This is an optimization exercise on Yosys and OpenROAD, whose aim is small area and few clock cycles per item, not a production implementation. At most, simulation tests tie the RTL to the original design; equivalence was not proved. For run 1, only the layout was checked, not whether the RTL still works. No activity file was given, so power comes from the tool's default toggle rates.

==> design.v <==
`timescale 1ns / 1ps
package lfd_pkg;
    localparam int SENSOR_COUNT = 3;
    localparam logic [1:0] OP_BYTE = 2'd0;
    localparam logic [1:0] OP_READ = 2'd1;
    localparam logic [1:0] OP_INFO = 2'd2;
    localparam logic [1:0] EV_NONE = 2'd0;
    localparam logic [1:0] EV_DATA = 2'd1;
    localparam logic [1:0] EV_RESP = 2'd2;
    localparam logic [1:0] EV_REJ  = 2'd3;
    localparam logic [7:0]  HDR_DATA   = 8'h59;
    localparam logic [7:0]  HDR_RESP   = 8'h5A;
    localparam logic [15:0] STR_SAT    = 16'hFFFF;
    localparam logic [31:0] BAUD_DEF   = 32'd115200;
    localparam logic [15:0] RATE_DEF   = 16'd100;
    localparam logic [15:0] THRESH_DEF = 16'd100;
    localparam logic [16:0] DIST_WEAK  = 17'h1FFFF;
    localparam logic [16:0] DIST_NONE  = 17'h1FFFE;
    localparam logic [2:0] K_REJ  = 3'd0;   
    localparam logic [2:0] K_DATA = 3'd1;   
    localparam logic [2:0] K_VER  = 3'd2;   
    localparam logic [2:0] K_RATE = 3'd3;   
    localparam logic [2:0] K_BAUD = 3'd4;   
    localparam logic [2:0] K_H5A  = 3'd5;   
    localparam logic [2:0] K_A05  = 3'd5;   
    localparam logic [2:0] K_C05  = 3'd5;   
    localparam logic [2:0] K_C10  = 3'd6;   
    localparam logic [2:0] K_CN   = 3'd7;   
    localparam logic [2:0] K_FMT  = 3'd5;   
    localparam logic [2:0] K_DFLT = 3'd6;   
    localparam logic [2:0] K_NOP  = 3'd7;   
endpackage
`timescale 1ns / 1ps
module lfd_classify (
    input  logic [3:0]  pos,
    input  logic [2:0]  kind,
    input  logic [7:0]  d,
    input  logic        ck,
    output logic [2:0]  kind_nxt,
    output logic        adj0,
    output logic        adj14,
    output logic [1:0]  ev,
    output logic        set_meas,
    output logic        set_ver,
    output logic        set_rate,
    output logic        set_baud,
    output logic        set_dflt,
    output logic        set_fmt
);
    logic [2:0] keep_ck;
    assign adj0 = pos == 4'd2 && kind == lfd_pkg::K_A05 && !d[0] && !d[5];
    assign adj14 = pos == 4'd2 && kind == lfd_pkg::K_A05 && d[5];
    always_comb
    begin
        keep_ck = ck ? kind : lfd_pkg::K_REJ;
        kind_nxt = lfd_pkg::K_REJ;
        case (pos)
            4'd0:
                if (d == lfd_pkg::HDR_DATA) kind_nxt = lfd_pkg::K_DATA;
                else if (d == lfd_pkg::HDR_RESP) kind_nxt = lfd_pkg::K_H5A;
            4'd1:
                case (kind)
                    lfd_pkg::K_DATA: kind_nxt = keep_ck;
                    lfd_pkg::K_H5A:
                        case (d)
                            8'h07: kind_nxt = lfd_pkg::K_VER;
                            8'h06: kind_nxt = lfd_pkg::K_RATE;
                            8'h08: kind_nxt = lfd_pkg::K_BAUD;
                            8'h05: kind_nxt = lfd_pkg::K_A05;
                            default: ;
                        endcase
                    default: ;
                endcase
            4'd2:
                case (kind)
                    lfd_pkg::K_DATA: kind_nxt = lfd_pkg::K_DATA;
                    lfd_pkg::K_VER:  if (d == 8'h01) kind_nxt = lfd_pkg::K_VER;
                    lfd_pkg::K_RATE: if (d == 8'h03) kind_nxt = lfd_pkg::K_RATE;
                    lfd_pkg::K_BAUD: if (d == 8'h06) kind_nxt = lfd_pkg::K_BAUD;
                    lfd_pkg::K_A05:
                        case (d)
                            8'h05: kind_nxt = lfd_pkg::K_C05;
                            8'h10: kind_nxt = lfd_pkg::K_C10;
                            8'h02, 8'h07, 8'h22: kind_nxt = lfd_pkg::K_CN;
                            default: ;
                        endcase
                    default: ;
                endcase
            4'd3:
                case (kind)
                    lfd_pkg::K_C05: if (d == 8'h01 || d == 8'h02 || d == 8'h03) kind_nxt = lfd_pkg::K_FMT;
                    lfd_pkg::K_C10:
                        if (d == 8'h00) kind_nxt = lfd_pkg::K_DFLT;
                        else if (d == 8'h01) kind_nxt = lfd_pkg::K_NOP;
                    lfd_pkg::K_CN: if (d == 8'h00 || d == 8'h01) kind_nxt = lfd_pkg::K_NOP;
                    default: kind_nxt = kind;
                endcase
            4'd4:
                if (kind == lfd_pkg::K_FMT || kind == lfd_pkg::K_DFLT || kind == lfd_pkg::K_NOP)
                    kind_nxt = keep_ck;
                else
                    kind_nxt = kind;
            4'd5: kind_nxt = kind == lfd_pkg::K_RATE ? keep_ck : kind;
            4'd6: kind_nxt = kind == lfd_pkg::K_VER ? keep_ck : kind;
            4'd7: kind_nxt = kind == lfd_pkg::K_BAUD ? keep_ck : kind;
            default: kind_nxt = kind;
        endcase
    end
    always_comb
    begin
        set_meas = kind == lfd_pkg::K_DATA && ck;
        set_ver  = kind == lfd_pkg::K_VER;
        set_rate = kind == lfd_pkg::K_RATE;
        set_baud = kind == lfd_pkg::K_BAUD;
        set_dflt = kind == lfd_pkg::K_DFLT;
        set_fmt  = kind == lfd_pkg::K_FMT || kind == lfd_pkg::K_DFLT;
        if (set_meas)
            ev = lfd_pkg::EV_DATA;
        else if (kind == lfd_pkg::K_REJ || kind == lfd_pkg::K_DATA)
            ev = lfd_pkg::EV_REJ;
        else
            ev = lfd_pkg::EV_RESP;
    end
endmodule
`timescale 1ns / 1ps
module lidar_frame_decoder_top (
    input  logic clk,
    input  logic rst_n,
    input  logic cfg_we,
    input  logic [15:0] cfg_wdata,
    input  logic        in_valid,
    output logic        in_ready,
    input  logic [1:0]  in_opcode,
    input  logic [1:0]  in_sensor,
    input  logic [7:0]  in_data,
    output logic        out_valid,
    input  logic        out_ready,
    output logic        out_error,
    output logic [1:0]  out_frame_event,
    output logic [16:0] out_distance,
    output logic [15:0] out_strength,
    output logic [15:0] out_temperature,
    output logic [23:0] out_version,
    output logic [15:0] out_frame_rate,
    output logic [31:0] out_baud_rate,
    output logic [1:0]  out_output_format,
    output logic [7:0]  out_response_count
);
    localparam int NS = lfd_pkg::SENSOR_COUNT;
    logic [15:0] thresh_reg;
    logic        req_valid;
    logic [NS-1:0] req_sel;      
    logic        req_byte, req_read, req_info;
    logic [7:0]  req_data;
    logic [3:0]  pos_r   [NS];
    logic [2:0]  kind_r  [NS];
    logic [7:0]  sum_r   [NS];
    logic [47:0] fb_r    [NS];
    logic [15:0] rng_r   [NS];
    logic [15:0] str_r   [NS];
    logic [15:0] temp_r  [NS];
    logic        stale_r [NS];
    logic [23:0] ver_r   [NS];
    logic        ver_v   [NS];
    logic [15:0] rate_r  [NS];
    logic        rate_v  [NS];
    logic [31:0] baud_r  [NS];
    logic        baud_v  [NS];
    logic [1:0]  fmt_r   [NS];
    logic [7:0]  cnt_r   [NS];
    logic        cnt_v   [NS];
    logic fire, ok;
    logic [NS-1:0] sel, sel_info, sel_read;
    logic is_byte, is_read, is_info, last;
    logic [3:0]  pos;
    logic [2:0]  kind, kind_nxt;
    logic [7:0]  sum, cnt;
    logic [15:0] str;
    logic        stale, good, show;
    logic [1:0] ev;
    logic set_meas, set_ver, set_rate, set_baud, set_dflt, set_fmt;
    logic ck, adj0, adj14, resp;
    logic [7:0] addend;
    assign in_ready = !req_valid || out_ready;
    assign fire = req_valid && out_ready;
    assign out_valid = req_valid;
    always_ff @(posedge clk or negedge rst_n)
    begin
        if (!rst_n)
            thresh_reg <= lfd_pkg::THRESH_DEF;
        else if (cfg_we)
            thresh_reg <= cfg_wdata;
    end
    always_ff @(posedge clk or negedge rst_n)
    begin
        if (!rst_n)
            req_valid <= 1'b0;
        else if (in_ready)
            req_valid <= in_valid;
    end
    always_ff @(posedge clk)
    begin
        if (in_ready && in_valid)
        begin
            for (int s = 0; s < NS; s++)
                req_sel[s] <= in_sensor == 2'(s);
            req_byte <= in_opcode == lfd_pkg::OP_BYTE;
            req_read <= in_opcode == lfd_pkg::OP_READ;
            req_info <= in_opcode == lfd_pkg::OP_INFO;
            req_data <= in_data;
        end
    end
    assign is_byte = req_byte;
    assign is_read = req_read;
    assign is_info = req_info;
    always_comb
    begin
        for (int s = 0; s < NS; s++)
        begin
            sel[s] = req_sel[s];
            sel_info[s] = sel[s] && is_info;
            sel_read[s] = sel[s] && is_read;
        end
        ok = |sel;
        pos = '0; kind = '0; sum = '0; cnt = '0; str = '0; stale = 1'b0;
        for (int s = 0; s < NS; s++)
        begin
            pos   = pos   | ({4{sel[s]}} & pos_r[s]);
            kind  = kind  | ({3{sel[s]}} & kind_r[s]);
            sum   = sum   | ({8{sel[s]}} & sum_r[s]);
            cnt   = cnt   | ({8{sel[s] && cnt_v[s]}} & cnt_r[s]);
            str   = str   | ({16{sel[s]}} & str_r[s]);
            stale = stale | (sel_read[s] && stale_r[s]);
        end
    end
    assign last = pos[3];
    assign ck = sum == req_data;
    lfd_classify u_classify (
        .pos(pos), .kind(kind), .d(req_data), .ck(ck), .kind_nxt(kind_nxt), .adj0(adj0), .adj14(adj14),
        .ev(ev), .set_meas(set_meas), .set_ver(set_ver), .set_rate(set_rate), .set_baud(set_baud),
        .set_dflt(set_dflt), .set_fmt(set_fmt)
    );
    assign resp = ev == lfd_pkg::EV_RESP;
    always_comb
    begin
        addend = pos == 4'd0 ? 8'd0 : sum;
        addend[0] = addend[0] && !adj0;
        addend[1] = addend[1] && !adj14;
        addend[4] = addend[4] && !adj14;
    end
    logic [16:0] gc;
    always_comb
    begin
        gc[0] = 1'b1;
        for (int i = 0; i < 16; i++)
            gc[i+1] = (str[i] && !thresh_reg[i]) || (gc[i] && (str[i] || !thresh_reg[i]));
    end
    assign good = gc[16] && str != lfd_pkg::STR_SAT;
    assign show = is_read && ok && !stale && good;
    always_comb
    begin
        out_error = !ok;
        out_frame_event = (ok && is_byte && last) ? ev : lfd_pkg::EV_NONE;
        out_strength = {16{show}} & str;
        out_temperature = '0;
        out_distance = '0;
        out_version = '0;
        out_frame_rate = '0;
        out_baud_rate = '0;
        out_output_format = '0;
        for (int s = 0; s < NS; s++)
        begin
            out_temperature = out_temperature | ({16{sel[s] && show}} & temp_r[s]);
            out_distance[15:0] = out_distance[15:0] | ({16{sel[s] && show}} & rng_r[s]);
            out_version = out_version | ({24{sel_info[s] && ver_v[s]}} & ver_r[s]);
            out_frame_rate = out_frame_rate | ({16{sel_info[s] && rate_v[s]}} & rate_r[s])
                                            | ({16{sel_info[s] && !rate_v[s]}} & lfd_pkg::RATE_DEF);
            out_baud_rate = out_baud_rate | ({32{sel_info[s] && baud_v[s]}} & baud_r[s])
                                          | ({32{sel_info[s] && !baud_v[s]}} & lfd_pkg::BAUD_DEF);
            out_output_format = out_output_format | ({2{sel_info[s]}} & fmt_r[s]);
        end
        if (is_read && ok && !show)
            out_distance = {16'hFFFF, !stale};
        out_response_count = {8{is_info}} & cnt;
    end
    logic [NS-1:0] wr, wr_byte, wr_last;
    always_comb
    begin
        for (int s = 0; s < NS; s++)
        begin
            wr[s] = fire && sel[s];
            wr_byte[s] = wr[s] && is_byte;
            wr_last[s] = wr_byte[s] && last;
        end
    end
    genvar g;
    generate
        for (g = 0; g < NS; g++)
        begin : g_sens
            always_ff @(posedge clk or negedge rst_n)
            begin
                if (!rst_n)
                begin
                    pos_r[g] <= '0;
                    stale_r[g] <= 1'b1;
                    ver_v[g] <= 1'b0;
                    rate_v[g] <= 1'b0;
                    baud_v[g] <= 1'b0;
                    fmt_r[g] <= '0;
                    cnt_v[g] <= 1'b0;
                end
                else
                begin
                    if (wr_byte[g])
                        pos_r[g] <= last ? 4'd0 : pos + 4'd1;
                    if (wr[g] && is_read)
                        stale_r[g] <= 1'b1;
                    else if (wr_last[g] && set_meas)
                        stale_r[g] <= 1'b0;
                    if (wr_last[g] && set_ver)
                        ver_v[g] <= 1'b1;
                    if (wr_last[g] && set_rate)
                        rate_v[g] <= 1'b1;
                    else if (wr_last[g] && set_dflt)
                        rate_v[g] <= 1'b0;
                    if (wr_last[g] && set_baud)
                        baud_v[g] <= 1'b1;
                    else if (wr_last[g] && set_dflt)
                        baud_v[g] <= 1'b0;
                    if (wr_last[g] && set_fmt)
                        fmt_r[g] <= {fb_r[g][33] && !set_dflt, fb_r[g][32] || set_dflt};
                    if (wr[g] && is_info)
                        cnt_v[g] <= 1'b0;
                    else if (wr_last[g] && resp)
                        cnt_v[g] <= 1'b1;
                end
            end
            always_ff @(posedge clk)
            begin
                if (wr_byte[g])
                begin
                    fb_r[g] <= {fb_r[g][39:0], req_data};
                    kind_r[g] <= kind_nxt;
                    sum_r[g] <= addend + req_data;
                end
                if (wr_last[g] && set_meas)
                    {rng_r[g], str_r[g], temp_r[g]} <= {fb_r[g][39:32], fb_r[g][47:40],
                                                        fb_r[g][23:16], fb_r[g][31:24],
                                                        fb_r[g][7:0],   fb_r[g][15:8]};
                if (wr_last[g] && set_ver)
                    ver_r[g] <= {fb_r[g][23:16], fb_r[g][31:24], fb_r[g][39:32]};
                if (wr_last[g] && set_rate)
                    rate_r[g] <= {fb_r[g][31:24], fb_r[g][39:32]};
                if (wr_last[g] && set_baud)
                    baud_r[g] <= {fb_r[g][15:8], fb_r[g][23:16], fb_r[g][31:24], fb_r[g][39:32]};
                if (wr_last[g] && resp)
                    cnt_r[g] <= cnt + 8'd1;
            end
        end
    endgenerate
endmodule
==> flow/run.sh <==
#!/bin/bash
# standard layout with these changes: port buffers are buf_1 cells, and CTS uses clkbuf_8
# clusters of at most 18 sinks and inserts no dummy loads
set -e
cp standard.sh standard.sh.log
export BUFFER_PORTS_ARGS="-buffer_cell sky130_fd_sc_hd__buf_1"
export CTS_ARGS="-sink_clustering_enable -repair_clock_nets -dont_use_dummy_load -buf_list sky130_fd_sc_hd__clkbuf_8 -sink_clustering_size 18 -sink_clustering_max_diameter 50"
bash standard.sh > flow_standard.log 2>&1
==> standard.sh <==
#!/bin/bash
# synth_recipe.tcl (not shown) runs the flow's synth.tcl, then flattens the netlist and writes it again
# the make line also repeats each setting of config.mk as NAME=value (left out here)
make -C /OpenROAD-flow-scripts/flow DESIGN_CONFIG=/design/flow/config.mk WORK_HOME=/design/flow/orfs CLKGATE_MAP_FILE= SYNTH_SCRIPT=/design/flow/synth_recipe.tcl "${@:-finish}"
==> config.mk <==
export PLATFORM = sky130hd
export DESIGN_NAME = lidar_frame_decoder_top
export DESIGN_NICKNAME = lidar_frame_decoder_top
export VERILOG_FILES = /design/flow/design.v
export SDC_FILE = /design/flow/constraint.sdc
export NUM_CORES = 4
export LEC_CHECK = 0
export CAP_MARGIN = 20
export CORE_MARGIN = 2
export CORE_UTILIZATION = 60
export SLEW_MARGIN = 20
==> constraint.sdc <==
create_clock -name core_clock -period 8.0 [get_ports {clk}]
set_input_delay 1.6000 -clock core_clock [delete_from_list [all_inputs] [get_ports {clk}]]
set_output_delay 1.6000 -clock core_clock [all_outputs]
set_load 0.01 [all_outputs]
==> flow_summary.yaml, run 1 <==
critical_path:
  start_kind: "flop"
  arrival_ps: 4670
  slowest_stage: "a222oi_1"
  rr_worst_depth: 7
  path_cells: "buf_4, a222oi_1, nor4_1, nand4_1, and3_1, nand3_1, o21ai_4, a21boi_0, buf_1"
  required_ps: 6400
  slowest_delay_ps: 1080
  crit_type: "reg2out"
  crit_fanout: 30
  cp-end-kind: "output port"
  r2r-end: "temp_r[1][15]"
  r2r_slack_ps: 3010
  r2r_start: "req_sel[0]"
  crit_start: "req_sel[0]"
synthesis:
  synth_cells: 1386
  async_flop_share: 0.0800
  yosys.area.top_type: "edfxtp_1"
  yosysWarnings: 19
  synth-edff-count: 575
  postSynthAreaPerCell_um2: 16.8
  synth_fp_nets: 1432
  synth_top_area_share: 0.744
  yosysUniqueCellTypes: 62
  syn_area_um2: 23200
  synth.top_cells.by_area: "edfxtp_1 74%, a222oi_1 5.0%, dfrtp_1 4.7%"
  ys.flop_type: "edfxtp_1"
  seq_area_frac_synth: 0.798
  synth_seq_cells: 625
route:
  drt_iter0_markers: 1895
  vias: 13200
  drc: 0
  wirelength_mm: 57.5
  drtPass1Iterations: 6
  vias_per_cell: 6.36
  avgRoutedWirePerCell_um: 27.7
  ant_nets: 0
cells_and_area:
  fin_cells: 2078
  layout-area-overhead-vs-synth_pct: 7.99
  largestRegisters: "fb_r (144), baud_r (96), ver_r (72)"
  top_register: "fb_r"
  final_util: 0.653
  largest_reg_flops: 144
  multi_input_area_um2: 4140
  fin_nets: 1607
  drive_above_1_share: 0.0827
  fillCellCount: 2810
  seqCellArea_um2: 18500
global_route:
  first_global_vias: 13100
  grt_first_pass_wirelength_mm: 85.2
  grt_use_total: 0.289
  grt_antenna_before_repair: 1
  grt_overflow: 0
  grt_max_degree: 74
clocking:
  cts_tree: "done"
  cts_resized: 0
  htree_levels: 2
  numCtsBuffers: 47
  postCtsHoldBufs: 0
  clockRootBuffer: "clkbuf_8"
  post_cts_buffers: 0
  clk_pin_slew_ps: 100
  cts_max_path_buffers: 3
  clock_latency_ps: 670
  clock_sinks: 625
sta:
  max_clock_freq_mhz: 159
  setup_tns_ps: 0
  min_period_ps: 6270
  finClkSkew_ps: 86.6
  fin_crit_sh: 0.784
  whs_ps: 424
  finalSetupViolations: 0
  rsz0062_at_grt: "no"
  drv_slew: 0
  maxSlewHeadroom: 0.195
  tightestPinTransition_ps: 1210
  finalHoldViolations: 0
  fin_ws_ps: 1730
die:
  row_count: 72
  dieArea_um2: 40300
  coreArea_um2: 38400
  die_w_um: 201
  fp.dieH_um: 201
  ios: 169
  initial_core_util: 0.605
placed_design:
  io_buffers: 168
  gp_congestion: 0.829
  place_ws_ps: 2450
  place_inst: 2030
  dp_hpwl_mm: 35.3
pwr:
  leakage_uw: 0.00858
  powerDensity_nw_per_um2: 225
  peakVddDrop_mv: 0.175
hold_path:
  min_path_cells: 0
  hp-class: "reg2reg"
  whs_endpoint: "rng_r[2][0]"
  hold_path_startpoint: "fb_r[2][40]"
flow_run:
  drv_cap: 0
outcome:
  outcome: "no timing/DRC/antenna violations"
-- layout by cell type (no fill, tap or decap), types with 4 or more instances in the layout --
cell type,n
inv_1,65
buf_1,167
nor2_4,6
dfstp_2,6
a31oi_1,5
nand3_1,27
edfxtp_1,575
o22ai_1,8
dfrtp_1,44
nor3_1,10
mux2_2,16
nand2b_1,5
xor2_1,5
a22oi_1,30
ha_1,12
a21oi_1,23
nor2_1,79
clkbuf_8,47
nor4_1,8
and3_1,15
and2_1,17
nand2_1,118
or2_2,4
nor2b_1,9
buf_4,28
o21ai_0,26
a222oi_1,116
xnor2_1,17
nand4_1,5
a21o_1,8
a21oi_2,9
-- cells by family (layout without fill, tap and decap cells) --
| logic type | Yosys count | in the layout | synth area share |
|---|---|---|---|
| xor gates and xnor gates | 22 | 22 | 0.00830 |
| AOI/OAI and AO/OA | 256 | 256 | 0.0921 |
| adders and majority gates | 13 | 13 | 0.00733 |
| other | 0 | 1 | 0 |
| DFF | 625 | 625 | 0.798 |
| buffers and inverters | 140 | 313 | 0.0260 |
| muxes | 16 | 16 | 0.00776 |
| and+or+nand+nor | 314 | 314 | 0.0606 |
-- worst max-delay path: cells and delay by family (launching register included) --
family	cells	cell delay (ps)
compound gates	3	1900
flops	1	790
buf+inv	2	640
simple gates	4	680
-- report_power, final --
part | switching, uW | internal, uW | leakage (uW)
Clock | 925 | 527 | 0.000338
Combinational | 313 | 167 | 0.00245
Sequential | 55.5 | 3650 | 0.00578
Total | 1290 | 4340 | 0.00858
-- cell usage after synthesis, types with 2 or more instances --
master,n
and3_1,15
edfxtp_1,575
nor2b_1,9
o22ai_1,8
o211ai_1,2
nor3_1,10
xor2_1,5
a21boi_0,3
nand3_1,27
or2_2,4
or3_1,3
o21ai_0,26
nand2_1,118
nand2b_1,5
o31a_1,2
a31oi_1,5
a222oi_1,116
mux2_2,16
a21oi_2,9
clkbuf_1,53
nor2_1,88
a21oi_1,23
o21bai_1,2
buf_6,6
ha_1,12
and2_1,17
buf_1,3
a22oi_1,30
a21o_1,8
a2bb2oi_1,3
nand4_1,5
inv_1,68
nor4_1,8
o32a_1,3
xnor2_1,17
dfrtp_1,44
buf_2,7
dfstp_2,6
buf_4,2
-- final cells by class --
type                            instances  area share
Timing Repair Buffer                  198      0.0340
Sequential cell                       625       0.739
Antenna cell                            1   0.0000998
Multi-Input combinational cell        621       0.165
Clock buffer                           47      0.0258
Tap cell                              518      0.0258
Inverter                               68      0.0102
-- how the worst max path moves through the flow --
stage | end | slack, ps | depth (start not counted)
2_1_floorplan | rng_r[2][0] | 1860 | 5
3_3_place_gp | out_distance[0] | 2410 | 9
3_5_place_dp | out_distance[0] | 2450 | 9
4_1_cts | out_distance[0] | 1730 | 9
5_1_grt | out_distance[0] | 1530 | 9
6_report | out_distance[0] | 1730 | 9
-- metrics by stage --
step | area (um^2) | power [uW]
after global placement | 24400 | 4240
after CTS | 25100 | 5660
after global routing | 25100 | 5840
final | 25100 | 5630
after floorplan | 23200 | 4090
after detailed placement | 24400 | 4250
-- per-layer routing --
layer  GRT usage  vias to the layer above  part of all wire
met5           0                        -           0.00021
met2       0.471                      645              0.48
li1            -                     5769                 -
met1       0.414                     6723              0.41
met4      0.0799                        2             0.024
met3      0.0455                       85             0.079
==> inputs of run 2 (changes only) <==
--- a/design.v
+++ b/design.v
@@ -248,6 +248,20 @@
         addend[1] = addend[1] && !adj14;
         addend[4] = addend[4] && !adj14;
     end
+    logic [7:0] sum_nxt, cnt_inc;
+    logic [8:0] sc, ic;
+    always_comb
+    begin
+        sc[0] = 1'b0;
+        ic[0] = 1'b1;
+        for (int i = 0; i < 8; i++)
+        begin
+            sum_nxt[i] = addend[i] ^ req_data[i] ^ sc[i];
+            sc[i+1] = (addend[i] && req_data[i]) || (sc[i] && (addend[i] ^ req_data[i]));
+            cnt_inc[i] = cnt[i] ^ ic[i];
+            ic[i+1] = cnt[i] && ic[i];
+        end
+    end
     logic [16:0] gc;
     always_comb
     begin
@@ -341,7 +355,7 @@
                 begin
                     fb_r[g] <= {fb_r[g][39:0], req_data};
                     kind_r[g] <= kind_nxt;
-                    sum_r[g] <= addend + req_data;
+                    sum_r[g] <= sum_nxt;
                 end
                 if (wr_last[g] && set_meas)
                     {rng_r[g], str_r[g], temp_r[g]} <= {fb_r[g][39:32], fb_r[g][47:40],
@@ -354,7 +368,7 @@
                 if (wr_last[g] && set_baud)
                     baud_r[g] <= {fb_r[g][15:8], fb_r[g][23:16], fb_r[g][31:24], fb_r[g][39:32]};
                 if (wr_last[g] && resp)
-                    cnt_r[g] <= cnt + 8'd1;
+                    cnt_r[g] <= cnt_inc;
             end
         end
     endgenerate
--- a/config.mk
+++ b/config.mk
@@ -7,5 +7,5 @@
 export LEC_CHECK = 0
 export CAP_MARGIN = 20
 export CORE_MARGIN = 2
-export CORE_UTILIZATION = 60
+export CORE_UTILIZATION = 75
 export SLEW_MARGIN = 20
==> flow_summary.yaml, run 2 <==
outcome:
  outcome: "no timing/DRC/antenna violations"
synthesis:
  synth-edff-count: 575
  seq_area_frac_synth: 0.805
  yosysUniqueCellTypes: 55
  yosys.area.top_type: "edfxtp_1"
  synth_most_common_cell: "edfxtp_1"
  ys.flop_type: "edfxtp_1"
  synth_seq_cells: 625
  syn_area_um2: 23000
  async_flop_share: 0.0800
  synth.top_cells.by_area: "edfxtp_1 75%, a222oi_1 5.3%, dfrtp_1 4.8%"
  yosysWarnings: 19
  synth_top_area_share: 0.750
  synth_cells: 1354
  synth_fp_nets: 1404
  postSynthAreaPerCell_um2: 17.0
  synth_commonest_cells: "575 x edfxtp_1, 121 x a222oi_1, 111 x nand2_1, 81 x nor2_1, 69 x inv_1"
clocking:
  numCtsBuffers: 44
  clock_latency_ps: 570
  cts_max_path_buffers: 3
  clockRootBuffer: "clkbuf_8"
  postCtsHoldBufs: 0
  cts_resized: 0
  post_cts_buffers: 0
  htree_levels: 2
  clk_pin_slew_ps: 100
  cts_tree: "done"
  clock_sinks: 625
cells_and_area:
  layout_commonest_cell: "edfxtp_1"
  largest_reg_flops: 144
  finalInstanceArea_um2: 24800
  final_cell_mix: "575 x edfxtp_1, 167 x buf_1, 121 x a222oi_1, 111 x nand2_1, 75 x nor2_1"
  drive_above_1_share: 0.0830
  top_register: "fb_r"
  num_antenna_cells: 0
  fin_nets: 1583
  largestRegisters: "fb_r (144), baud_r (96), ver_r (72)"
  layout-area-overhead-vs-synth_pct: 7.70
sta:
  min_period_ps: 6300
  finalHoldViolations: 0
  setup_tns_ps: 0
  finClkSkew_ps: 55.9
  tightestPinTransition_ps: 1100
  finalSetupViolations: 0
  max_clock_freq_mhz: 159
  drv_slew: 0
  fin_crit_sh: 0.787
  fin_ws_ps: 1700
  rsz0062_at_grt: "no"
  maxSlewHeadroom: 0.264
critical_path:
  arrival_ps: 4700
  slowest_delay_ps: 820
  required_ps: 6400
  path_cells: "buf_4, buf_4, a222oi_1, o22ai_1, or2_2, nor2_1, o21ai_0, a31oi_1, o21a_1, buf_4, nor2_1, buf_1"
  cp.depth: 12
  start_kind: "flop"
  crit_type: "reg2out"
  crit_fanout: 44
  cp_common_cell: "buf_4"
  crit_buf_inv: 4
  slowest_stage: "a222oi_1"
  rr_worst_depth: 16
  cp-end-kind: "output port"
  crit_family: "compound AO/OA/AOI/OAI gates"
die:
  die_w_um: 179
  initial_core_util: 0.757
  ios: 169
  dieArea_um2: 32100
  coreArea_um2: 30400
  row_count: 64
  fp.dieH_um: 179
global_route:
  grt_antenna_before_repair: 1
  first_global_vias: 12900
  grt_use_total: 0.337
  grt_max_degree: 61
  grt_overflow: 0
  grt_first_pass_wirelength_mm: 78.1
placed_design:
  gp_congestion: 0.905
  dp_hpwl_mm: 32.7
  placedInstanceArea_um2: 24200
  place_ws_ps: 2230
  io_buffers: 168
route:
  drtPass1Iterations: 8
  vias: 13400
  ant_nets: 0
  vias_per_cell: 6.96
  drc: 0
  drt_iter0_markers: 2120
  avgRoutedWirePerCell_um: 27.6
  wirelength_mm: 53.1
pwr:
  clock_power_share: 0.248
  total_power_uw: 5540
  sw_frac_of_total: 0.223
  power_frac_seq: 0.669
  powerDensity_nw_per_um2: 223
  p_switching_uw: 1230
  p_int_uw: 4300
  p_comb_frac: 0.083
  peakVddDrop_mv: 0.216
  leakage_uw: 0.00859
flow_run:
  drv_cap: 0
hold_path:
  hp-class: "reg2reg"
  min_path_cells: 0
==> run 2: cell types whose count changed in the layout (fill, tap and decap cells not counted), moves of 7 or more <==
| cell | before | now |
|---|---|---|
| a21oi_2 | 9 | 1 |
| buf_4 | 28 | 36 |
| nand2_1 | 118 | 111 |
| nand3_1 | 27 | 19 |
| xnor2_1 | 17 | 10 |
==> run 2: layout make-up <==
| cell class | count | area [um^2] |
|---|---|---|
| clock buffer | 44 | 606 |
| tap | 396 | 495 |
| timing repair buffer | 205 | 907 |
| fill | 1575 | 5640 |
| inverter | 69 | 259 |
| multi-input combinational | 588 | 4000 |
| sequential | 625 | 18500 |
==> run 2: kinds of logic (layout without fill, tap and decap cells) <==
family | Yosys count | after routing | share of synthesized area
simple gates | 294 | 294 | 0.0584
compound gates | 249 | 249 | 0.0885
buf+inv | 141 | 318 | 0.0248
xor+xnor | 12 | 12 | 0.00457
flops | 625 | 625 | 0.805
mux | 16 | 16 | 0.00783
fa+ha+maj | 17 | 17 | 0.0112
==> run 2: worst paths after layout <==
| kind | from | to | slack (ps) |
|---|---|---|---|
| hold reg to reg | fb_r[0][0] | fb_r[0][8] | 400 |
| min in group asynchronous | rst_n | ver_v[0] | 1170 |
| hold / removal | fb_r[0][0] | fb_r[0][8] | 400 |
| setup / recovery | req_sel[0] | out_temperature[7] | 1700 |
| setup reg to reg | req_sel[1] | sum_r[1][7] | 2190 |
| max in group asynchronous | rst_n | pos_r[2][2] | 6360 |
==> run 2: per-layer routing <==
layer	vias up	track usage	share of wire
met2	1052	0.534	0.48
met4	0	0.117	0.034
met5	-	0	0
met1	6537	0.489	0.37
met3	138	0.0570	0.12
li1	5676	-	-
==> run 2: power groups by stage <==
stage / Sequential [uW] / Clock, uW / Combinational (uW)
6_report: 3700 / 1370 / 458
5_1_grt: 3710 / 1500 / 507
4_1_cts: 3700 / 1390 / 451
3_5_place_dp: 3770 / 0 / 449
3_3_place_gp: 3770 / 0 / 431
2_1_floorplan: 3750 / 0 / 322
==> run 2: metrics by stage <==
| step | hold slack, ps | cells | utilization |
|---|---|---|---|
| after floorplan | 400 | 1354 | - |
| after global placement | 402 | 1882 | 0.795 |
| after detailed placement | 405 | 1882 | 0.795 |
| after CTS | 397 | 1926 | 0.815 |
| after global routing | 394 | 1927 | 0.815 |
| final | 396 | 1927 | 0.815 |
Testbench counts of run 2, summed over its fixed seeds: cycles 19,240, items 19,232.
==> inputs of run 3 (changes only) <==
--- a/config.mk
+++ b/config.mk
@@ -7,5 +7,5 @@
 export LEC_CHECK = 0
 export CAP_MARGIN = 20
 export CORE_MARGIN = 2
-export CORE_UTILIZATION = 75
+export CORE_UTILIZATION = 60
 export SLEW_MARGIN = 20
==> flow_summary.yaml, run 3 <==
sta:
  fin_crit_sh: 0.725
  setup_tns_ps: 0
  finClkSkew_ps: 49.3
  tightestPinTransition_ps: 1090
  drv_slew: 0
  maxSlewHeadroom: 0.272
  min_period_ps: 5800
  max_clock_freq_mhz: 172
  finalSetupViolations: 0
  rsz0062_at_grt: "no"
  finalHoldViolations: 0
critical_path:
  r2r_slack_ps: 2230
  crit_start: "req_sel[1]"
  crit_fanout: 52
  start_kind: "flop"
  rr_worst_depth: 16
  arrival_ps: 4200
  crit_family: "compound AO/OA/AOI/OAI gates"
  slowest_delay_ps: 530
  crit_type: "reg2out"
  cp_common_cell: "buf_4"
  r2r_start: "req_sel[1]"
  cp.depth: 12
  path_cells: "buf_4, a222oi_1, buf_4, o22ai_1, or2_2, nor2_1, o21ai_0, a31oi_1, o21a_1, buf_4, nor2_1, buf_1"
  crit_buf_inv: 4
  r2r-end: "sum_r[1][7]"
  slowest_stage: "a222oi_1"
  cp-end-kind: "output port"
  required_ps: 6400
cells_and_area:
  seqCellArea_um2: 18500
  fin_nets: 1586
  num_antenna_cells: 0
  final_cell_mix: "575 x edfxtp_1, 166 x buf_1, 121 x a222oi_1, 111 x nand2_1, 75 x nor2_1"
  multi_input_area_um2: 4000
  top_register: "fb_r"
  fillCellCount: 2662
  finalInstanceArea_um2: 25000
  largestRegisters: "fb_r (144), baud_r (96), ver_r (72)"
  layout_commonest_cell: "edfxtp_1"
  layout-area-overhead-vs-synth_pct: 8.52
  drive_above_1_share: 0.0854
  largest_reg_flops: 144
die:
  coreArea_um2: 37800
  die_w_um: 200
  initial_core_util: 0.610
  fp.dieH_um: 200
  row_count: 71
  ios: 169
  dieArea_um2: 40000
route:
  wirelength_mm: 56.1
  ant_nets: 0
  drt_iter0_markers: 1670
  avgRoutedWirePerCell_um: 27.4
  drtPass1Iterations: 6
  vias: 13000
  vias_per_cell: 6.38
  drc: 0
global_route:
  first_global_vias: 12600
  grt_use_total: 0.286
  grt_max_degree: 76
  grt_antenna_before_repair: 0
  grt_first_pass_wirelength_mm: 81.4
  grt_overflow: 0
synthesis:
  synth_most_common_cell: "edfxtp_1"
  yosysUniqueCellTypes: 55
  ys.flop_type: "edfxtp_1"
  synth_top_area_share: 0.750
  synth-edff-count: 575
  synth_seq_cells: 625
  synth_commonest_cells: "575 x edfxtp_1, 121 x a222oi_1, 111 x nand2_1, 81 x nor2_1, 69 x inv_1"
  synth.top_cells.by_area: "edfxtp_1 75%, a222oi_1 5.3%, dfrtp_1 4.8%"
  synth_fp_nets: 1404
  yosysWarnings: 19
  yosys.area.top_type: "edfxtp_1"
  syn_area_um2: 23000
  synth_cells: 1354
  async_flop_share: 0.0800
  seq_area_frac_synth: 0.805
  postSynthAreaPerCell_um2: 17.0
outcome:
  outcome: "no timing/DRC/antenna violations"
pwr:
  leakage_uw: 0.00862
  powerDensity_nw_per_um2: 224
  peakVddDrop_mv: 0.175
clocking:
  post_cts_buffers: 0
  clk_pin_slew_ps: 100
  cts_max_path_buffers: 3
  numCtsBuffers: 45
  postCtsHoldBufs: 0
  htree_levels: 2
  cts_tree: "done"
  clockRootBuffer: "clkbuf_8"
  clock_sinks: 625
  cts_resized: 0
  clock_latency_ps: 660
hold_path:
  min_path_cells: 0
  hold_path_startpoint: "fb_r[2][46]"
  whs_endpoint: "rng_r[2][6]"
  hp-class: "reg2reg"
placed_design:
  gp_congestion: 0.856
  io_buffers: 168
  placedInstanceArea_um2: 24400
  dp_hpwl_mm: 34.1
flow_run:
  drv_cap: 0
[run 3: logic make-up (layout without fill, tap and decap cells)]
kind of cell | Yosys count | after routing | synth area share
AOI/OAI and AO/OA | 249 | 249 | 0.0885
DFF | 625 | 625 | 0.805
xor gates and xnor gates | 12 | 12 | 0.00457
buffers and inverters | 141 | 321 | 0.0248
and+or+nand+nor | 294 | 294 | 0.0584
muxes | 16 | 16 | 0.00783
adders and majority gates | 17 | 17 | 0.0112
[run 3: worst reg2reg max path: cells and delay by family (launching register included)]
kind	cells	cell delay [ps]
DFF	1	390
buffers and inverters	3	870
AOI/OAI and AO/OA	2	410
adders and majority gates	6	2260
and+or+nand+nor	3	1260
xor gates and xnor gates	2	390
[run 3: power breakdown]
group	leakage, uW	switching, uW	total (uW)	internal, uW
clock	0.000324	914	1420	506
sequential	0.00578	51.9	3700	3640
combinational	0.00251	306	469	163
total	0.00862	1270	5590	4310
[run 3: how the worst max path moves through the flow]
| stage | endpoint | slack (ps) |
|---|---|---|
| 2_1_floorplan | rng_r[2][0] | 1190 |
| 3_3_place_gp | sum_r[0][7] | 2390 |
| 3_5_place_dp | sum_r[1][7] | 2250 |
| 4_1_cts | out_strength[8] | 2210 |
| 5_1_grt | sum_r[1][7] | 1860 |
| 6_report | out_strength[9] | 2200 |
[run 3: layout make-up]
cell class,count,area share
multi-input combinational,588,0.160
sequential,625,0.742
timing repair buffer,207,0.0376
clock buffer,45,0.0248
inverter,69,0.0104
tap,511,0.0256
[run 3: stage by stage]
stage | std cells | util | setup slack, ps | total power (uW) | hold slack, ps
3_3_place_gp | 2000 | 0.645 | 2390 | 4220 | 401
3_5_place_dp | 2000 | 0.645 | 2250 | 4230 | 405
6_report | 2045 | 0.662 | 2200 | 5590 | 425
5_1_grt | 2045 | 0.662 | 1860 | 5780 | 434
2_1_floorplan | 1354 | - | 1190 | 4070 | 400
4_1_cts | 2045 | 0.662 | 2210 | 5610 | 424
[run 3: layer usage]
layer,vias up,global-route usage,part of all wire
met5,-,0,0
met4,0,0.100,0.028
met3,91,0.0435,0.081
met2,639,0.451,0.48
met1,6641,0.416,0.42
li1,5673,-,-
==> inputs of run 4 (changes only) <==
==> flow/run.sh (replaced) <==
#!/bin/bash
# standard layout with these changes: port buffers are buf_1 cells, and CTS uses clkbuf_8
# clusters of at most 18 sinks and inserts no dummy loads
set -e
cp standard.sh standard.sh.log
export BUFFER_PORTS_ARGS="-buffer_cell sky130_fd_sc_hd__buf_1"
export CTS_ARGS="-sink_clustering_enable -repair_clock_nets -dont_use_dummy_load -buf_list sky130_fd_sc_hd__clkbuf_4 -sink_clustering_size 10 -sink_clustering_max_diameter 40"
bash standard.sh > flow_standard.log 2>&1
==> flow_summary.yaml, run 4 <==
route:
  vias_per_cell: 6.36
  ant_nets: 0
  drt_iter0_markers: 1668
  drc: 0
  avgRoutedWirePerCell_um: 27.0
  wirelength_mm: 56.1
  drtPass1Iterations: 9
  vias: 13200
clocking:
  numCtsBuffers: 77
  htree_levels: 3
  clock_sinks: 625
  clk_pin_slew_ps: 100
  clock_latency_ps: 790
  cts_max_path_buffers: 3
  cts_resized: 0
  postCtsHoldBufs: 0
  clockRootBuffer: "clkbuf_4"
  cts_tree: "done"
  post_cts_buffers: 0
global_route:
  first_global_vias: 12900
  grt_use_total: 0.288
  grt_max_degree: 76
  grt_overflow: 0
  grt_antenna_before_repair: 2
  grt_first_pass_wirelength_mm: 81.9
die:
  initial_core_util: 0.610
  row_count: 71
  ios: 169
  dieArea_um2: 40000
  die_w_um: 200
  coreArea_um2: 37800
  fp.dieH_um: 200
sta:
  whs_ps: 382
  max_clock_freq_mhz: 169
  fin_crit_sh: 0.739
  min_period_ps: 5910
  rsz0062_at_grt: "no"
  maxSlewHeadroom: 0.260
  finClkSkew_ps: 87.5
  fin_ws_ps: 2090
  finalSetupViolations: 0
  finalHoldViolations: 0
  setup_tns_ps: 0
  tightestPinTransition_ps: 1110
  drv_slew: 0
critical_path:
  cp-end-kind: "output port"
  crit_start: "req_sel[1]"
  arrival_ps: 4310
  required_ps: 6400
  crit_end: "out_strength[8]"
  crit_type: "reg2out"
  start_kind: "flop"
  r2r_start: "req_sel[1]"
  rr_worst_depth: 16
  r2r-end: "sum_r[1][7]"
  r2r_slack_ps: 2210
  crit_fanout: 52
synthesis:
  async_flop_share: 0.0800
  synth-edff-count: 575
  synth_most_common_cell: "edfxtp_1"
  yosys.area.top_type: "edfxtp_1"
  ys.flop_type: "edfxtp_1"
  yosysWarnings: 19
  synth_seq_cells: 625
  yosysUniqueCellTypes: 55
  postSynthAreaPerCell_um2: 17.0
  synth_fp_nets: 1404
  seq_area_frac_synth: 0.805
  synth_cells: 1354
  synth.top_cells.by_area: "edfxtp_1 75%, a222oi_1 5.3%, dfrtp_1 4.8%"
  synth_commonest_cells: "575 x edfxtp_1, 121 x a222oi_1, 111 x nand2_1, 81 x nor2_1, 69 x inv_1"
  synth_top_area_share: 0.750
  syn_area_um2: 23000
cells_and_area:
  layout_commonest_cell: "edfxtp_1"
  drive_above_1_share: 0.104
  final_cell_mix: "575 x edfxtp_1, 166 x buf_1, 121 x a222oi_1, 111 x nand2_1, 77 x clkbuf_4"
  largestRegisters: "fb_r (144), baud_r (96), ver_r (72)"
  multi_input_area_um2: 4000
  layout-area-overhead-vs-synth_pct: 8.37
  seqCellArea_um2: 18500
  fin_nets: 1618
  top_register: "fb_r"
  fillCellCount: 2709
  largest_reg_flops: 144
placed_design:
  io_buffers: 168
  dp_hpwl_mm: 34.1
  gp_congestion: 0.856
  place_ws_ps: 2250
pwr:
  peakVddDrop_mv: 0.133
  leakage_uw: 0.00865
  powerDensity_nw_per_um2: 222
outcome:
  outcome: "no timing/DRC/antenna violations"
flow_run:
  drv_cap: 0
hold_path:
  hp-class: "reg2reg"
==> run 4: metal layers <==
layer,vias up,share of wire,track usage
li1,5773,-,-
met1,6673,0.41,0.413
met2,677,0.48,0.454
met3,96,0.086,0.0511
met4,0,0.025,0.0982
met5,-,0,0
==> run 4: worst max-delay path, stage by stage, from the launching register on <==
cell and delay, ps:
edfxtp_1 430, buf_4 350, a222oi_1 530, buf_4 240
o22ai_1 70, or2_2 300, nor2_1 230, o21ai_0 130
a31oi_1 240, o21a_1 310, buf_4 400, nor2_1 110
buf_1 170
==> run 4: stage by stage <==
| step | utilization | power, uW | area [um^2] | cells |
|---|---|---|---|---|
| 2_1_floorplan | - | 4070 | 23000 | 1354 |
| 3_3_place_gp | 0.645 | 4220 | 24400 | 2000 |
| 3_5_place_dp | 0.645 | 4230 | 24400 | 2000 |
| 4_1_cts | 0.661 | 5560 | 24900 | 2077 |
| 5_1_grt | 0.661 | 5750 | 24900 | 2080 |
| 6_report | 0.661 | 5540 | 24900 | 2080 |
==> run 4: area by class of cell <==
class / instances / area share
Inverter: 69 / 0.0104
Sequential cell: 625 / 0.743
Antenna cell: 3 / 0.000301
Clock buffer: 77 / 0.0232
Timing Repair Buffer: 207 / 0.0376
Tap cell: 511 / 0.0256
Multi-Input combinational cell: 588 / 0.160
==> run 4: worst min-delay path by stage <==
stage | start | end | slack, ps | cells after the start
finish | fb_r[0][47] | rng_r[0][7] | 380 | 0
global route | fb_r[0][47] | rng_r[0][7] | 420 | 0
CTS | fb_r[0][47] | rng_r[0][7] | 380 | 0
detailed placement | fb_r[2][47] | rng_r[2][7] | 400 | 0
global placement | fb_r[0][40] | rng_r[0][0] | 400 | 0
floorplan | fb_r[0][40] | rng_r[0][0] | 400 | 0
==> run 4: logic make-up after synthesis <==
logic type,synth area share
flops,0.805
simple gates,0.0584
compound gates,0.0885
buf+inv,0.0248
fa+ha+maj,0.0112
mux,0.00783
xor+xnor,0.00457
==> run 4: report_power, final <==
group	total [uW]	switching (uW)	internal (uW)
clock network	1370	929	444
registers	3700	51.8	3640
logic	466	303	163
==> inputs of run 5 (changes only) <==
==> flow/run.sh (replaced) <==
#!/bin/bash
# standard layout with these changes: port buffers are buf_1 cells, and CTS uses clkbuf_8
# clusters of at most 18 sinks and inserts no dummy loads
set -e
cp standard.sh standard.sh.log
export BUFFER_PORTS_ARGS="-buffer_cell sky130_fd_sc_hd__buf_1"
export CTS_ARGS="-sink_clustering_enable -repair_clock_nets -dont_use_dummy_load -buf_list sky130_fd_sc_hd__clkbuf_8 -sink_clustering_size 18 -sink_clustering_max_diameter 100"
bash standard.sh > flow_standard.log 2>&1
==> flow_summary.yaml, run 5 <==
synthesis:
  synth.top_cells.by_area: "edfxtp_1 75%, a222oi_1 5.3%, dfrtp_1 4.8%"
  synth_commonest_cells: "575 x edfxtp_1, 121 x a222oi_1, 111 x nand2_1, 81 x nor2_1, 69 x inv_1"
  synth-edff-count: 575
  syn_area_um2: 23000
  ys.flop_type: "edfxtp_1"
  yosysWarnings: 19
  synth_seq_cells: 625
  seq_area_frac_synth: 0.805
  postSynthAreaPerCell_um2: 17.0
  yosysUniqueCellTypes: 55
  synth_most_common_cell: "edfxtp_1"
  synth_cells: 1354
  synth_fp_nets: 1404
  async_flop_share: 0.0800
  yosys.area.top_type: "edfxtp_1"
  synth_top_area_share: 0.750
hold_path:
  hp-class: "reg2reg"
  hold_path_startpoint: "fb_r[0][46]"
route:
  drc: 0
  vias: 13000
  wirelength_mm: 55.8
  drt_iter0_markers: 1804
  vias_per_cell: 6.38
  drtPass1Iterations: 6
  ant_nets: 0
  avgRoutedWirePerCell_um: 27.3
cells_and_area:
  top_register: "fb_r"
  num_antenna_cells: 0
  largestRegisters: "fb_r (144), baud_r (96), ver_r (72)"
  fin_nets: 1581
  layout_commonest_cell: "edfxtp_1"
  drive_above_1_share: 0.0824
  layout-area-overhead-vs-synth_pct: 8.22
  final_util: 0.660
  final_cell_mix: "575 x edfxtp_1, 166 x buf_1, 121 x a222oi_1, 111 x nand2_1, 75 x nor2_1"
  largest_reg_flops: 144
clocking:
  clock_sinks: 625
  numCtsBuffers: 40
  clock_latency_ps: 650
  htree_levels: 2
  post_cts_buffers: 0
  postCtsHoldBufs: 0
  cts_tree: "done"
  clk_pin_slew_ps: 110
  cts_resized: 0
  cts_max_path_buffers: 3
  clockRootBuffer: "clkbuf_8"
critical_path:
  start_kind: "flop"
  r2r_start: "req_sel[1]"
  cp_common_cell: "buf_4"
  crit_type: "reg2out"
  crit_buf_inv: 4
  path_cells: "buf_4, a222oi_1, buf_4, o22ai_1, or2_2, nor2_1, o21ai_0, a31oi_1, o21a_1, buf_4, nor2_1, buf_1"
  arrival_ps: 4230
  crit_family: "compound AO/OA/AOI/OAI gates"
  cp-end-kind: "output port"
  crit_fanout: 52
  slowest_delay_ps: 560
  crit_start: "req_sel[1]"
  required_ps: 6400
  slowest_stage: "a222oi_1"
placed_design:
  gp_congestion: 0.856
  io_buffers: 168
  dp_hpwl_mm: 34.1
  place_ws_ps: 2250
pwr:
  power_frac_seq: 0.670
  sw_frac_of_total: 0.228
  clock_power_share: 0.246
  p_comb_frac: 0.084
  powerDensity_nw_per_um2: 222
  peakVddDrop_mv: 0.172
  p_int_uw: 4260
  p_switching_uw: 1260
  leakage_uw: 0.00858
global_route:
  grt_use_total: 0.285
  first_global_vias: 12500
  grt_max_degree: 76
  grt_antenna_before_repair: 0
  grt_first_pass_wirelength_mm: 81.1
  grt_overflow: 0
sta:
  finalSetupViolations: 0
  min_period_ps: 5830
  fin_crit_sh: 0.729
  finalHoldViolations: 0
  setup_tns_ps: 0
  tightestPinTransition_ps: 1090
  maxSlewHeadroom: 0.275
  finClkSkew_ps: 64.8
  drv_slew: 0
  rsz0062_at_grt: "no"
  max_clock_freq_mhz: 171
  whs_ps: 427
  fin_ws_ps: 2170
die:
  die_w_um: 200
  dieArea_um2: 40000
  fp.dieH_um: 200
  ios: 169
  row_count: 71
  initial_core_util: 0.610
  coreArea_um2: 37800
outcome:
  outcome: "no timing/DRC/antenna violations"
flow_run:
  drv_cap: 0
==> run 5: cell counts after synthesis <==
Identical to the previous run, type by type.
==> run 5: final timing paths <==
check	slack, ps	cells past startpoint	endpoint
max	2170	12	out_strength[8]
min	430	0	rng_r[0][6]
max reg2reg	2200	16	sum_r[1][7]
min reg2reg	430	0	rng_r[0][6]
max in group asynchronous	6380	2	thresh_reg[14]
min in group asynchronous	1090	2	pos_r[1][1]
==> run 5: logic make-up after synthesis <==
family	Yosys count	synth area share
AOI/OAI and AO/OA	249	0.0885
xor gates and xnor gates	12	0.00457
adders and majority gates	17	0.0112
buffers and inverters	141	0.0248
DFF	625	0.805
muxes	16	0.00783
and+or+nand+nor	294	0.0584
==> run 5: metal layers <==
metal | routed length, um | vias up | GRT usage | part of all wire
li1 | - | 5659 | - | -
met1 | 23100 | 6628 | 0.416 | 0.41
met2 | 26700 | 646 | 0.456 | 0.48
met3 | 4590 | 84 | 0.0418 | 0.082
met4 | 1340 | 0 | 0.0823 | 0.024
met5 | 0 | - | 0 | 0
==> run 5: final cells by class <==
type / instances / area (um^2)
Clock buffer: 40 / 551
Fill cell: 2681 / 12800
Sequential cell: 625 / 18500
Inverter: 69 / 259
Multi-Input combinational cell: 588 / 4000
Tap cell: 511 / 639
Timing Repair Buffer: 207 / 938
==> run 5: power by group through the flow <==
stage | registers, uW | clock network (uW) | logic [uW]
5_1_grt | 3700 | 1490 | 518
3_3_place_gp | 3770 | 0 | 450
6_report | 3700 | 1360 | 466
3_5_place_dp | 3770 | 0 | 462
2_1_floorplan | 3750 | 0 | 322
4_1_cts | 3700 | 1380 | 463
==> run 5: stage by stage <==
| step | power, uW | instances | area (um^2) |
|---|---|---|---|
| finish | 5520 | 2040 | 24900 |
| global route | 5710 | 2040 | 24900 |
| CTS | 5540 | 2040 | 24900 |
| detailed placement | 4230 | 2000 | 24400 |
| global placement | 4220 | 2000 | 24400 |
| floorplan | 4070 | 1354 | 23000 |
==> run 5: worst register-to-register path, delay by kind of cell (launching register included) <==
kind	cells	cell delay, ps
fa+ha+maj	6	2260
simple gates	3	1260
buf+inv	3	870
flops	1	400
compound gates	2	400
xor+xnor	2	390

==> separate check: timing with driven ports <==
How much do the figures lean on ideal ports? The routed layouts below were timed once more, with nothing changed but the port constraints. Step 1 sets driving cells, clkbuf_16 on the clock port and buf_2 on the other inputs (assumed; they add their load-dependent delay and slew). Step 2, shift: input delay + t, output delay - t, t = (earliest + latest rising clock arrival at the registers) / 2. This alone moves slack from input paths to output paths. Slacks: ideal ports / drivers / drivers and shift; pairs: ideal ports / drivers.
| run | t, ns | setup WS [ns] | worst setup path at the end | worst register clock-pin slew, ns | worst data-port slew with drivers (ns) |
|---|---|---|---|---|---|
| run 1 | 0.678 | 1.725 / 1.669 / 2.348 | register to output | 0.11 / 0.11 | 0.03 |
| run 2 | 0.603 | 1.703 / 1.652 / 2.194 | register to register | 0.11 / 0.11 | 0.04 |
| run 3 | 0.685 | 2.202 / 2.152 / 2.232 | register to register | 0.11 / 0.11 | 0.08 |
| run 4 | 0.792 | 2.089 / 2.038 / 2.208 | register to register | 0.12 / 0.12 | 0.08 |
| run 5 | 0.675 | 2.166 / 2.117 / 2.203 | register to register | 0.12 / 0.12 | 0.08 |
After both steps every run listed still meets setup and hold.
